Source: an optimization exercise on an open RTL-to-GDS flow (aim: small area and a short achievable clock period). Production flows keep margins and buffers that such runs may drop.
The RTL was checked by simulation tests, not by an equivalence proof against the original design.

west:
==> flow/design.v <==
package dm_pkg;
    localparam int unsigned DM_DATA_W = 16;
    localparam int unsigned DM_ADDR_W = 16;
    typedef enum logic [1:0] {
        IDLE = 2'd0,
        WAIT = 2'd1,
        DONE = 2'd2
    } dm_state_t;
    typedef enum logic {
        OP_RD = 1'b0,
        OP_WR = 1'b1
    } dm_op_t;
endpackage
module dm_bit (
    input  logic clk,
    input  logic we,
    input  logic wen,
    input  logic wd,
    output logic q
);
    always_ff @(posedge clk) begin
        q <= (q && wen) || (wd && we);
    end
endmodule
module dm_word (
    input  logic        clk,
    input  logic        we,
    input  logic        wen,
    input  logic [15:0] wd,
    output logic [15:0] q
);
    for (genvar b = 0; b < 16; b++) begin : g_b
        dm_bit u_bit (.clk(clk), .we(we), .wen(wen), .wd(wd[b]), .q(q[b]));
    end
endmodule
module dm_dec (
    input  logic hiw_n,
    input  logic lo_n,
    output logic we,
    output logic wen
);
    assign we  = !(hiw_n || lo_n);
    assign wen = hiw_n || lo_n;
endmodule
module dm_aoi3 (
    input  logic a0, s0,
    input  logic a1, s1,
    input  logic a2, s2,
    output logic y_n
);
    assign y_n = !((a0 && s0) || (a1 && s1) || (a2 && s2));
endmodule
module dm_nand2 (
    input  logic a0, s0,
    output logic y_n
);
    assign y_n = !(a0 && s0);
endmodule
module dm_col #(
    parameter int unsigned N = 256
) (
    input  logic [N-1:0] d,
    input  logic [N-1:0] sel,
    output logic         y_n
);
    localparam int unsigned G3 = N / 3;
    localparam int unsigned G1 = N % 3;
    logic [G3+G1-1:0] t_n;
    for (genvar g = 0; g < G3; g++) begin : g_t3
        dm_aoi3 u_t (
            .a0(d[3*g]),   .s0(sel[3*g]),
            .a1(d[3*g+1]), .s1(sel[3*g+1]),
            .a2(d[3*g+2]), .s2(sel[3*g+2]),
            .y_n(t_n[g])
        );
    end
    for (genvar g = 0; g < G1; g++) begin : g_t1
        dm_nand2 u_t (.a0(d[3*G3+g]), .s0(sel[3*G3+g]), .y_n(t_n[G3+g]));
    end
    assign y_n = &t_n;
endmodule
module dm_bank #(
    parameter int unsigned NW = 32
) (
    input  logic                         clk,
    input  logic [NW-1:0]                rsel,
    input  logic [NW/16-1:0]             hiw_n,
    input  logic [15:0]                  lo_n,
    input  logic [dm_pkg::DM_DATA_W-1:0] wdata,
    output logic [dm_pkg::DM_DATA_W-1:0] rdata_n
);
    localparam int unsigned DW = dm_pkg::DM_DATA_W;
    logic [NW-1:0] we, wen;
    logic [DW-1:0] q [NW];
    logic [NW-1:0] qt [DW];
    for (genvar w = 0; w < NW; w++) begin : g_w
        dm_dec u_dec (
            .hiw_n(hiw_n[w / 16]),
            .lo_n (lo_n[w % 16]),
            .we   (we[w]),
            .wen  (wen[w])
        );
        dm_word u_word (
            .clk (clk),
            .we  (we[w]),
            .wen (wen[w]),
            .wd  (wdata),
            .q   (q[w])
        );
        for (genvar b = 0; b < DW; b++) begin : g_b
            assign qt[b][w] = q[w][b];
        end
    end
    for (genvar b = 0; b < DW; b++) begin : g_c
        dm_col #(.N(NW)) u_col (
            .d   (qt[b]),
            .sel (rsel),
            .y_n (rdata_n[b])
        );
    end
endmodule
module dm_array
#(
    parameter int unsigned DEPTH = 256,
    parameter int unsigned AW    = 8,
    parameter int unsigned NW    = 32
) (
    input  logic                         clk,
    input  logic [DEPTH-1:0]             rsel,
    input  logic [15:0]                  hiw_n,
    input  logic [DEPTH/64*16-1:0]       lo_n,
    input  logic [dm_pkg::DM_DATA_W-1:0] wdata,
    output logic [DEPTH/NW*dm_pkg::DM_DATA_W-1:0] part_n
);
    for (genvar k = 0; k < DEPTH / NW; k++) begin : g_k
        dm_bank #(.NW(NW)) u_bank (
            .clk   (clk),
            .rsel  (rsel[NW*k +: NW]),
            .hiw_n (hiw_n[NW/16*k +: NW/16]),
            .lo_n  (lo_n[16*(NW*k/64) +: 16]),
            .wdata (wdata),
            .rdata_n (part_n[16*k +: 16])
        );
    end
endmodule
module data_memory_responder
#(
    parameter int unsigned DEPTH = 256,
    parameter int unsigned LAT   = 2
) (
    input  logic        clk,
    input  logic        rst_n,
    input  logic [15:0] DMADDR,
    input  logic [15:0] DMDIN,
    input  logic        RD,
    input  logic        WR,
    output logic [15:0] DMDOUT,
    output logic        BUSY,
    output logic        DONE,
    output logic        ERR
);
    localparam int unsigned AW = 8;
    localparam int unsigned DW = dm_pkg::DM_DATA_W;
    localparam int unsigned NW = 32;
    localparam int unsigned NB = DEPTH / NW;
    logic             busy_q, s1_q, s2_q, done_q, err_q;
    logic             wr_q, ok_q;
    logic [AW-1:0]    addr_q;
    logic [15:0]      hiw_n_q;
    logic [DEPTH/64*16-1:0] lo_n_q;
    logic [DW-1:0]    data_q, dout_q;
    logic [DEPTH-1:0] rsel_d, rsel_q;
    logic [NB*DW-1:0] part_n, part_n_q;
    logic [DW-1:0]    rword;
    logic [15:0]      hi_dec, lo_dec;
    logic             accept, req_ok;
    assign accept = !busy_q && (RD || WR);
    assign req_ok = (DMADDR[15:AW] == '0);
    always_ff @(posedge clk or negedge rst_n) begin
        if (!rst_n) begin
            busy_q  <= 1'b0;
            s1_q    <= 1'b0;
            s2_q    <= 1'b0;
            done_q  <= 1'b0;
            err_q   <= 1'b0;
            hiw_n_q <= '1;
            dout_q  <= '0;
        end else begin
            busy_q  <= accept || s1_q || s2_q;
            s1_q    <= accept;
            s2_q    <= s1_q;
            done_q  <= s2_q;
            err_q   <= s2_q && !ok_q;
            for (int i = 0; i < 16; i++)
                hiw_n_q[i] <= !(s1_q && wr_q && ok_q && addr_q[7:4] == 4'(i));
            if (s2_q && !wr_q) dout_q  <= ok_q ? rword : '0;
        end
    end
    always_comb begin
        for (int i = 0; i < 16; i++) begin
            hi_dec[i] = (DMADDR[7:4] == 4'(i));
            lo_dec[i] = (DMADDR[3:0] == 4'(i));
        end
        for (int w = 0; w < DEPTH; w++) rsel_d[w] = hi_dec[w / 16] && lo_dec[w % 16];
    end
    always_ff @(posedge clk) begin
        if (accept) begin
            wr_q   <= WR;
            ok_q   <= req_ok;
            data_q <= DMDIN;
            addr_q <= DMADDR[AW-1:0];
        end
        for (int c = 0; c < DEPTH / 64; c++)
            for (int i = 0; i < 16; i++)
                lo_n_q[16*c+i] <= !(addr_q[7:6] == 2'(c) && addr_q[3:0] == 4'(i));
        rsel_q <= rsel_d;
        part_n_q <= part_n;
    end
    always_comb begin
        rword = '0;
        for (int k = 0; k < NB; k++) rword = rword | ~part_n_q[DW*k +: DW];
    end
    dm_array #(
        .DEPTH (DEPTH),
        .AW    (AW),
        .NW    (NW)
    ) u_array (
        .clk   (clk),
        .rsel  (rsel_q),
        .hiw_n (hiw_n_q),
        .lo_n  (lo_n_q),
        .wdata (data_q),
        .part_n (part_n)
    );
    assign DMDOUT = dout_q;
    assign BUSY   = busy_q;
    assign DONE   = done_q;
    assign ERR    = err_q;
endmodule
Settings: LEC_CHECK=0, ABC_CLOCK_PERIOD_IN_PS=2500, CAP_MARGIN=20, CORE_MARGIN=2, CORE_UTILIZATION=55, CTS_BUF_LIST=sky130_fd_sc_hd__clkbuf_8 sky130_fd_sc_hd__clkbuf_16, CTS_CLUSTER_DIAMETER=60, CTS_CLUSTER_SIZE=20, SETUP_SLACK_MARGIN=2.65, SLEW_MARGIN=20, SYNTH_HIERARCHICAL=1, SYNTH_MINIMUM_KEEP_SIZE=0; clock period 5.0 ns.
standard.sh (not shown) runs the stock make flow with config.mk's settings and CLKGATE_MAP_FILE= SYNTH_SCRIPT=/design/flow/synth_recipe.tcl, a recipe that flattens the netlist after the stock synthesis.
==> flow/flow/run.sh <==
#!/bin/bash
# The standard layout with three changes:
#  - the port buffers are plain buffers (buf_4) instead of the delay cells
#    buffer_ports picks by default;
#  - timing repair may resize a cell to one of a different width;
#  - after placement, each flip-flop that drives an output port's buffer is
#    moved next to that buffer (with the gate that alone feeds its D input)
#    and the placement is legalized again, so the clock-to-output path does
#    not cross the die. Clock tree synthesis runs after this move.
# Each tool's output goes to a log file of its own in this folder.
set -euo pipefail
KNOBS=(MATCH_CELL_FOOTPRINT=0 "BUFFER_PORTS_ARGS=-buffer_cell sky130_fd_sc_hd__buf_4")
R=orfs/results/${FLOW_PLATFORM}/data_memory_responder/base
bash standard.sh "${KNOBS[@]}" place > make_place.log 2>&1
IN_ODB=$R/3_place.odb OUT_ODB=$R/3_place_moved.odb \
    openroad -no_init -exit flow/move_out_flops.tcl > move_out_flops.log 2>&1
cp $R/3_place_moved.odb $R/3_place.odb
bash standard.sh "${KNOBS[@]}" finish > make_finish.log 2>&1
Other scripts of this flow, unchanged in this note and not shown: flow/flow/move_out_flops.tcl
west | stages: all done | timing, DRC, antenna: all pass
diff inputs: west => north
# west
export LEC_CHECK = 0
export ABC_CLOCK_PERIOD_IN_PS = 2500
export CAP_MARGIN = 20
export CORE_MARGIN = 2
export CORE_UTILIZATION = 55
export CTS_BUF_LIST = sky130_fd_sc_hd__clkbuf_8 sky130_fd_sc_hd__clkbuf_16
export CTS_CLUSTER_DIAMETER = 60
export CTS_CLUSTER_SIZE = 20
export SETUP_SLACK_MARGIN = 2.65
export SLEW_MARGIN = 20
export SYNTH_HIERARCHICAL = 1
export SYNTH_MINIMUM_KEEP_SIZE = 0
create_clock -name core_clock -period 5.0 [get_ports {clk}]
# north
export LEC_CHECK = 0
export ABC_CLOCK_PERIOD_IN_PS = 2500
export CAP_MARGIN = 20
export CORE_MARGIN = 2
export CORE_UTILIZATION = 58
export CTS_BUF_LIST = sky130_fd_sc_hd__clkbuf_8 sky130_fd_sc_hd__clkbuf_16
export CTS_CLUSTER_DIAMETER = 70
export CTS_CLUSTER_SIZE = 24
export SETUP_SLACK_MARGIN = 2.5
export SLEW_MARGIN = 20
export SYNTH_HIERARCHICAL = 1
export SYNTH_MINIMUM_KEEP_SIZE = 0
create_clock -name core_clock -period 5.0 [get_ports {clk}]
Results
- Of north and west, it is north that has the higher worst clock skew on the final layout.
- Cmp north and west / first-pass iteration count of the detailed router / lower: west
- On number of global-route vias before repair, north and west are basically level.

-- afterwards: timing with drivers on the ports --
The results above use ideal ports. As a check the final layouts listed here were re-extracted and re-timed, cells and wires unchanged. Step 1: set_driving_cell puts a clkbuf_16 on clk and a buf_2 on each other input, an assumption about the parent block. Step 2 times the ports against the registers' clock, not the clock port: input delays grow and output delays shrink by t, the midpoint of the rising clock arrivals with the driver on. a / b / c = ideal / step 1 / step 2; a / b = the first two.
| run | shift t [ns] | setup slack, ns | slew at the worst register clock pin (ns) |
|---|---|---|---|
| west | 1.007 | 2.507 / 2.412 / 1.909 | 0.09 / 0.09 |
| north | 1.003 | 2.520 / 2.426 / 2.003 | 0.10 / 0.10 |
After both steps every run listed still meets setup and hold. For west, which loses most, drivers alone change the setup slack by -0.095 ns; drivers and shift together by -0.598 ns.
